This is an optimization exercise on Yosys and OpenROAD, whose aim is small area and a short achievable clock period, not a production implementation. Function was checked by simulation only, so behaviour that the tests miss may differ from the original. The clock port is modelled as an ideal driver; clocking choices that lean on that would not hold on a real chip. Power is estimated from default activity; no workload was simulated.

## job 101
Design ddr_port_mux, start of the top module:
module ddr_port_mux
(
	input  logic        afi_phy_clk,
	input  logic        rst,
	input  logic [31:0] wport0_addr,
	input  logic [31:0] wport0_data,
	input  logic [31:0] wport2_addr,
	input  logic [31:0] wport2_data,
	input  logic [1:0]  wport_req,
	output logic [1:0]  wport_ready,
	input  logic [31:0] rport1_addr,
	input  logic [31:0] rport3_addr,
	input  logic [1:0]  rport_req,
	output logic [1:0]  rport_ready,
	output logic [31:0] rport1_data,
	output logic [31:0] rport3_data,
	output logic [1:0]  rport_data_valid,
	input  logic        local_init_done,
	input  logic        local_ready,
	input  logic [31:0] local_rdata,
	input  logic        local_rdata_valid,
	output logic [31:0] local_address,
	output logic [31:0] local_wdata,
	output logic        local_write_req,
	output logic        local_read_req
);
	ddr_mux_pkg::ddr_addr_t [ddr_mux_pkg::num_ports/2-1:0] wport_addr;
	ddr_mux_pkg::ddr_data_t [ddr_mux_pkg::num_ports/2-1:0] wport_data;
	ddr_mux_pkg::ddr_addr_t [ddr_mux_pkg::num_ports/2-1:0] rport_addr;
	ddr_mux_pkg::ddr_data_t rport_data;
	assign wport_addr[0] = wport0_addr;
	assign wport_addr[1] = wport2_addr;
	assign wport_data[0] = wport0_data;
	assign wport_data[1] = wport2_data;
	assign rport_addr[0] = rport1_addr;
	assign rport_addr[1] = rport3_addr;
	assign rport1_data   = rport_data;
	assign rport3_data   = rport_data;
	mux_ddr_access mux_ddr_access_i (
		.rst               (rst),
		.afi_phy_clk       (afi_phy_clk),
		.wport_addr        (wport_addr),
		.wport_data        (wport_data),
		.wport_req         (wport_req),
		.wport_ready       (wport_ready),
		.rport_addr        (rport_addr),
		.rport_req         (rport_req),
		.rport_ready       (rport_ready),
		.rport_data        (rport_data),
		.rport_data_valid  (rport_data_valid),
  ...
clock: 8.0 ns
lec_check: 0
cap_margin: 20
core_margin: 2
core_utilization: 65
cts_cluster_diameter: 60
cts_cluster_size: 30
setup_slack_margin: 5
slew_margin: 20
standard.sh (not shown) runs the stock make flow with config.mk's settings and CLKGATE_MAP_FILE= SYNTH_SCRIPT=/design/flow/synth_recipe.tcl, a recipe that flattens the netlist after the stock synthesis.
==> flow/flow/run.sh <==
#!/bin/bash
# standard layout with a tighter setup margin for repair_timing, small port buffers and free resizing
set -euo pipefail
bash standard.sh SETUP_SLACK_MARGIN=5.7 "BUFFER_PORTS_ARGS=-buffer_cell sky130_fd_sc_hd__buf_1" MATCH_CELL_FOOTPRINT=0 finish > standard_flow.log 2>&1
Relative to job 101, the following input files were edited for job 102:
==> flow/flow/run.sh <==
#!/bin/bash
# standard layout with a tighter setup margin for repair_timing, small port buffers and free resizing
set -euo pipefail
bash standard.sh SETUP_SLACK_MARGIN=5.4 "BUFFER_PORTS_ARGS=-buffer_cell sky130_fd_sc_hd__buf_1" MATCH_CELL_FOOTPRINT=0 finish > standard_flow.log 2>&1
==> comparison <==
Job 102 finished end to end and its layout was clean on timing, DRC and antenna.
Changes observed in job 102 relative to job 101: wire length moved down, clock skew moved down, sequential portion of the cell area moved up, global routing usage on met1 moved down.
Clock-pin slew of the registers on the worst-case setup and hold paths: job 102 vs job 101 — no meaningful difference
Setup changes, job 102 to job 103
Settings: a deleted CTS_CLUSTER_SIZE that had been 30; a deleted CTS_CLUSTER_DIAMETER that had been 60.
==> flow/run.sh (new file) <==
#!/bin/bash
# synth_recipe.tcl (not shown) runs the flow's synth.tcl, then flattens the netlist and writes it again
# the make line also repeats each setting of config.mk as NAME=value (left out here)
make -C /OpenROAD-flow-scripts/flow DESIGN_CONFIG=/design/flow/config.mk WORK_HOME=/design/flow/orfs CLKGATE_MAP_FILE= SYNTH_SCRIPT=/design/flow/synth_recipe.tcl finish
removed: flow/flow/run.sh
removed: flow/standard.sh
--- outcome ---
- Summary of the comparison: number of signal-net buffers in the layout is lower in job 103, relative to job 102.
- Diff job 102 -> job 103: overall power of the completed layout went up 14%, area growth from synthesis to layout increased by 7.3 points relative to the old numbers, power consumed by the clock network climbed 44%.
- When job 103 is measured against job 102, its power share of the combinational group turns out 0.5 points lower.
- Job 103: done, clean on timing, DRC and antenna
- Compared with job 102, clock buffer count in the final layout in job 103 increased by more than 100%.
- Job 103 has final area above what job 102 had.
- Job 103 ended up with a lower setup slack than job 102 did.
- Delta (job 103 minus job 102): routed wire length shrank by 1000 µm; relative contribution of the clock network to total power now sits higher.
#### Input delta (job 104 over job 103)
Settings: putting CTS_CLUSTER_DIAMETER at 60 where nothing was set; putting CTS_CLUSTER_SIZE at 30 where nothing was set.
==> flow/flow/run.sh (new file) <==
#!/bin/bash
# standard layout with a tighter setup margin for repair_timing, small port
# buffers, free resizing, and the clock tree's root buffer dropped after CTS
set -euo pipefail
export POST_CTS_TCL=$PWD/flow/noroot.tcl
bash standard.sh SETUP_SLACK_MARGIN=5.4 "BUFFER_PORTS_ARGS=-buffer_cell sky130_fd_sc_hd__buf_1" MATCH_CELL_FOOTPRINT=0 POST_CTS_TCL=$PWD/flow/noroot.tcl finish > standard_flow.log 2>&1
==> flow/flow/noroot.tcl (new file) <==
set block [ord::get_db_block]
proc sink_iterms {net} {
  set l {}
  foreach it [$net getITerms] { if {[$it isInputSignal]} { lappend l $it } }
  return $l
}
set pnet [[$block findBTerm afi_phy_clk] getNet]
set roots [sink_iterms $pnet]
if {[llength $roots] == 1} {
  set root [[lindex $roots 0] getInst]
  set rnet [[$root findITerm X] getNet]
  set loads [sink_iterms $rnet]
  set ok [expr {[llength $loads] >= 1 && [llength $loads] <= 4}]
  foreach l $loads {
    if {![string match sky130_fd_sc_hd__clkbuf_* [[[$l getInst] getMaster] getName]]} { set ok 0 }
  }
  if {$ok} {
    puts "noroot: removing [$root getName], port now drives [llength $loads] buffers"
    [lindex $roots 0] disconnect
    foreach l $loads { $l disconnect; $l connect $pnet }
    [$root findITerm X] disconnect
    odb::dbInst_destroy $root
    odb::dbNet_destroy $rnet
  } else {
    puts "noroot: tree shape not as expected, left unchanged"
  }
}
estimate_parasitics -placement
==> flow/standard.sh (new file) <==
#!/bin/bash
# synth_recipe.tcl (not shown) runs the flow's synth.tcl, then flattens the netlist and writes it again
# the make line also repeats each setting of config.mk as NAME=value (left out here)
make -C /OpenROAD-flow-scripts/flow DESIGN_CONFIG=/design/flow/config.mk WORK_HOME=/design/flow/orfs CLKGATE_MAP_FILE= SYNTH_SCRIPT=/design/flow/synth_recipe.tcl "${@:-finish}"
removed: flow/run.sh
[summary]
Job 104: all stages complete, timing, DRC and antenna checks passed
Clock latency reported for the late side of the worst-skew pair in job 104 is 190 ps lower than in job 103
In the reports for job 104 and job 103, the smaller clock-buffer cell count belongs to job 104.
Critical path's largest stage delay for job 104 is lower than for job 103.

* * *

## before
The RTL this note starts from:
==> flow/design.v <==
package ddr_mux_pkg;
	localparam int addr_width    = 32;
	localparam int data_width    = 32;
	localparam int num_ports     = 4;
	localparam int req_depth     = 4;
	localparam int tag_depth     = 33;
	typedef logic [addr_width-1:0] ddr_addr_t;
	typedef logic [data_width-1:0] ddr_data_t;
endpackage
`timescale 1ns/100ps
module sync_fifo #(
	parameter int width = 32
)
(
	input  logic             rst,
	input  logic             afi_phy_clk,
	input  logic [width-1:0] data,
	input  logic             req,
	input  logic             pop,
	output logic [width-1:0] q,
	output logic             ready,
	output logic             pending
);
	logic [width-1:0] mem [4];
	logic [1:0]       wr_ptr;
	logic [1:0]       rd_ptr;
	logic [2:0]       cnt;
	logic [2:0]       cnt_next;
	logic             push;
	assign push     = req && ready;
	assign cnt_next = cnt + {2'b0, push} - {2'b0, pop};
	assign q        = mem[rd_ptr];
	always_ff @(posedge afi_phy_clk)
	begin
		for (int k = 0; k < 4; k++)
		begin
			if (ready && wr_ptr == 2'(k))
			begin
				mem[k] <= data;
			end
		end
	end
	always_ff @(posedge afi_phy_clk)
	begin
		if (rst)
		begin
			wr_ptr  <= '0;
			rd_ptr  <= '0;
			cnt     <= '0;
			ready   <= 1'b1;
			pending <= 1'b0;
		end
		else
		begin
			wr_ptr  <= wr_ptr + {1'b0, push};
			rd_ptr  <= rd_ptr + {1'b0, pop};
			cnt     <= cnt_next;
			ready   <= (cnt_next != 3'd4);
			pending <= (cnt_next != 3'd0);
		end
	end
endmodule
`timescale 1ns/100ps
module port_arbiter
(
	input  logic                   rst,
	input  logic                   afi_phy_clk,
	input  logic                   local_init_done,
	input  logic                   local_ready,
	input  logic [1:0][63:0]       wr_head,
	input  ddr_mux_pkg::ddr_addr_t [1:0] rd_head,
	input  logic [3:0]             pending,
	output logic [3:0]             pop,
	output logic                   tag_push,
	output logic                   tag_hi,
	output ddr_mux_pkg::ddr_addr_t local_address,
	output ddr_mux_pkg::ddr_data_t local_wdata,
	output logic                   local_write_req,
	output logic                   local_read_req
);
	logic       cmd_hi;
	logic [3:0] last_mask;
	logic [3:0] avail;
	logic [1:0] pick;
	logic       any;
	assign last_mask[0] = local_write_req && !cmd_hi;
	assign last_mask[1] = local_read_req  && !cmd_hi;
	assign last_mask[2] = local_write_req &&  cmd_hi;
	assign last_mask[3] = local_read_req  &&  cmd_hi;
	assign avail = pending & ~last_mask;
	assign any   = |avail;
	always_comb
	begin
		if (avail[0])      pick = 2'd0;
		else if (avail[1]) pick = 2'd1;
		else if (avail[2]) pick = 2'd2;
		else               pick = 2'd3;
	end
	always_ff @(posedge afi_phy_clk)
	begin
		if (rst || !local_init_done)
		begin
			local_write_req <= 1'b0;
			local_read_req  <= 1'b0;
			pop             <= '0;
			tag_push        <= 1'b0;
		end
		else
		begin
			pop      <= '0;
			tag_push <= 1'b0;
			if (local_ready)
			begin
				local_write_req <= any && !pick[0];
				local_read_req  <= any &&  pick[0];
				pop[pick]       <= any;
				tag_push        <= any && pick[0];
			end
		end
	end
	always_ff @(posedge afi_phy_clk)
	begin
		if (local_ready)
		begin
			cmd_hi        <= pick[1];
			local_address <= pick[0] ? rd_head[pick[1]] : wr_head[pick[1]][63:32];
			local_wdata   <= wr_head[pick[1]][31:0];
		end
	end
	assign tag_hi = cmd_hi;
endmodule
`timescale 1ns/100ps
module read_return_router
(
	input  logic                   rst,
	input  logic                   afi_phy_clk,
	input  logic                   tag_push,
	input  logic                   tag_hi,
	input  ddr_mux_pkg::ddr_data_t local_rdata,
	input  logic                   local_rdata_valid,
	output ddr_mux_pkg::ddr_data_t rdata,
	output logic [1:0]             rport_data_valid
);
	logic [ddr_mux_pkg::tag_depth-1:0] tags;
	logic [5:0]                        tag_last;
	logic                              tag_q;
	assign tag_q = tags[tag_last];
	always_ff @(posedge afi_phy_clk)
	begin
		if (tag_push)
		begin
			tags <= {tags[ddr_mux_pkg::tag_depth-2:0], tag_hi};
		end
	end
	always_ff @(posedge afi_phy_clk)
	begin
		if (rst)
		begin
			tag_last         <= '1;
			rport_data_valid <= '0;
		end
		else
		begin
			tag_last         <= tag_last + {5'b0, tag_push} - {5'b0, local_rdata_valid};
			rport_data_valid <= {local_rdata_valid && tag_q, local_rdata_valid && !tag_q};
		end
	end
	always_ff @(posedge afi_phy_clk)
	begin
		rdata <= local_rdata;
	end
endmodule
`timescale 1ns/100ps
module mux_ddr_access
(
	input  logic                   rst,
	input  logic                   afi_phy_clk,
	input  ddr_mux_pkg::ddr_addr_t [1:0] wport_addr,
	input  ddr_mux_pkg::ddr_data_t [1:0] wport_data,
	input  logic [1:0]             wport_req,
	output logic [1:0]             wport_ready,
	input  ddr_mux_pkg::ddr_addr_t [1:0] rport_addr,
	input  logic [1:0]             rport_req,
	output logic [1:0]             rport_ready,
	output ddr_mux_pkg::ddr_data_t rport_data,
	output logic [1:0]             rport_data_valid,
	input  logic                   local_init_done,
	input  logic                   local_ready,
	input  ddr_mux_pkg::ddr_data_t local_rdata,
	input  logic                   local_rdata_valid,
	output ddr_mux_pkg::ddr_addr_t local_address,
	output ddr_mux_pkg::ddr_data_t local_wdata,
	output logic                   local_write_req,
	output logic                   local_read_req
);
	logic [1:0][63:0]             wr_head;
	ddr_mux_pkg::ddr_addr_t [1:0] rd_head;
	logic [3:0]                   pending;
	logic [3:0]                   pop;
	logic                         tag_push;
	logic                         tag_hi;
	for (genvar i = 0; i < 2; i++)
	begin : g_req
		sync_fifo #(.width(64)) wr_fifo_i (
			.rst         (rst),
			.afi_phy_clk (afi_phy_clk),
			.data        ({wport_addr[i], wport_data[i]}),
			.req         (wport_req[i]),
			.pop         (pop[2*i]),
			.q           (wr_head[i]),
			.ready       (wport_ready[i]),
			.pending     (pending[2*i])
		);
		sync_fifo #(.width(32)) rd_fifo_i (
			.rst         (rst),
			.afi_phy_clk (afi_phy_clk),
			.data        (rport_addr[i]),
			.req         (rport_req[i]),
			.pop         (pop[2*i+1]),
			.q           (rd_head[i]),
			.ready       (rport_ready[i]),
			.pending     (pending[2*i+1])
		);
	end
	port_arbiter port_arbiter_i (
		.rst             (rst),
		.afi_phy_clk     (afi_phy_clk),
		.local_init_done (local_init_done),
		.local_ready     (local_ready),
		.wr_head         (wr_head),
		.rd_head         (rd_head),
		.pending         (pending),
		.pop             (pop),
		.tag_push        (tag_push),
		.tag_hi          (tag_hi),
		.local_address   (local_address),
		.local_wdata     (local_wdata),
		.local_write_req (local_write_req),
		.local_read_req  (local_read_req)
	);
	read_return_router read_return_router_i (
		.rst               (rst),
		.afi_phy_clk       (afi_phy_clk),
		.tag_push          (tag_push),
		.tag_hi            (tag_hi),
		.local_rdata       (local_rdata),
		.local_rdata_valid (local_rdata_valid),
		.rdata             (rport_data),
		.rport_data_valid  (rport_data_valid)
	);
endmodule
`timescale 1ns/100ps
module ddr_port_mux
(
	input  logic        afi_phy_clk,
	input  logic        rst,
	input  logic [31:0] wport0_addr,
	input  logic [31:0] wport0_data,
	input  logic [31:0] wport2_addr,
	input  logic [31:0] wport2_data,
	input  logic [1:0]  wport_req,
	output logic [1:0]  wport_ready,
	input  logic [31:0] rport1_addr,
	input  logic [31:0] rport3_addr,
	input  logic [1:0]  rport_req,
	output logic [1:0]  rport_ready,
	output logic [31:0] rport1_data,
	output logic [31:0] rport3_data,
	output logic [1:0]  rport_data_valid,
	input  logic        local_init_done,
	input  logic        local_ready,
	input  logic [31:0] local_rdata,
	input  logic        local_rdata_valid,
	output logic [31:0] local_address,
	output logic [31:0] local_wdata,
	output logic        local_write_req,
	output logic        local_read_req
);
	ddr_mux_pkg::ddr_addr_t [ddr_mux_pkg::num_ports/2-1:0] wport_addr;
	ddr_mux_pkg::ddr_data_t [ddr_mux_pkg::num_ports/2-1:0] wport_data;
	ddr_mux_pkg::ddr_addr_t [ddr_mux_pkg::num_ports/2-1:0] rport_addr;
	ddr_mux_pkg::ddr_data_t rport_data;
	assign wport_addr[0] = wport0_addr;
	assign wport_addr[1] = wport2_addr;
	assign wport_data[0] = wport0_data;
	assign wport_data[1] = wport2_data;
	assign rport_addr[0] = rport1_addr;
	assign rport_addr[1] = rport3_addr;
	assign rport1_data   = rport_data;
	assign rport3_data   = rport_data;
	mux_ddr_access mux_ddr_access_i (
		.rst               (rst),
		.afi_phy_clk       (afi_phy_clk),
		.wport_addr        (wport_addr),
		.wport_data        (wport_data),
		.wport_req         (wport_req),
		.wport_ready       (wport_ready),
		.rport_addr        (rport_addr),
		.rport_req         (rport_req),
		.rport_ready       (rport_ready),
		.rport_data        (rport_data),
		.rport_data_valid  (rport_data_valid),
		.local_init_done   (local_init_done),
		.local_ready       (local_ready),
		.local_rdata       (local_rdata),
		.local_rdata_valid (local_rdata_valid),
		.local_address     (local_address),
		.local_wdata       (local_wdata),
		.local_write_req   (local_write_req),
		.local_read_req    (local_read_req)
	);
endmodule
export LEC_CHECK = 0
export CAP_MARGIN = 20
export CORE_MARGIN = 2
export CORE_UTILIZATION = 40
export SLEW_MARGIN = 20
create_clock -name core_clock -period 8.0 [get_ports {afi_phy_clk}]
run.sh (not shown) runs the stock make flow with config.mk's settings and CLKGATE_MAP_FILE= SYNTH_SCRIPT=/design/flow/synth_recipe.tcl, a recipe that flattens the netlist after the stock synthesis.
Stock flow here: none of the scripts above is used.
before reached the final stage; the timing, DRC and antenna checks on its layout passed.
### before -> after
--- a/flow/config.mk
+++ b/flow/config.mk
@@ -8,4 +8,4 @@
 export CAP_MARGIN = 20
 export CORE_MARGIN = 2
-export CORE_UTILIZATION = 40
+export CORE_UTILIZATION = 65
 export SLEW_MARGIN = 20
--- outcome ---
- In the flow results for after and before, the effective utilization at floorplan is larger on after.
- after finished every step from synthesis to the final layout, and the layout passed the timing, DRC and antenna checks.
- Total power of after is lower than that of before.
- Of after and before, after shows the lower clock skew, with before above it.
- Setup slack in after is smaller than in before.
- after vs before: minimum period implied by the final worst setup slack up in after
- In the reports for after and before, the smaller first-iteration DRC count belongs to before.

[what the ideal ports hide]
In the flow no input, the clock included, has a driving cell. The finished layouts below were timed again as built, in two steps.
Step 1 sets driving cells, clkbuf_16 on the clock port and buf_2 on the other inputs (assumed; they add their load-dependent delay and slew).
Step 2 times the ports against the registers' clock, not the clock port: input delays grow and output delays shrink by t, the midpoint of the rising clock arrivals with the driver on.
a / b / c = no drivers / after step 1 / after step 2; a / b = the first two.
| run | t (ns) | setup slack, ns | worst data-port slew with drivers (ns) |
|---|---|---|---|
| job 101 | 0.695 | 5.123 / 5.058 / 4.925 | 0.12 |
| job 102 | 0.697 | 5.101 / 5.037 / 4.776 | 0.11 |
| job 103 | 0.686 | 4.842 / 4.842 / 4.520 | 0.12 |
| job 104 | 0.564 | 5.318 / 5.190 / 4.948 | 0.12 |
| before | 0.692 | 4.713 / 4.653 / 4.264 | 0.13 |
| after | 0.693 | 4.694 / 4.632 / 4.285 | 0.13 |
After both steps setup and hold are still met in every run listed. For before, which loses most, drivers alone change the setup slack by -0.060 ns; drivers and shift together by -0.449 ns.
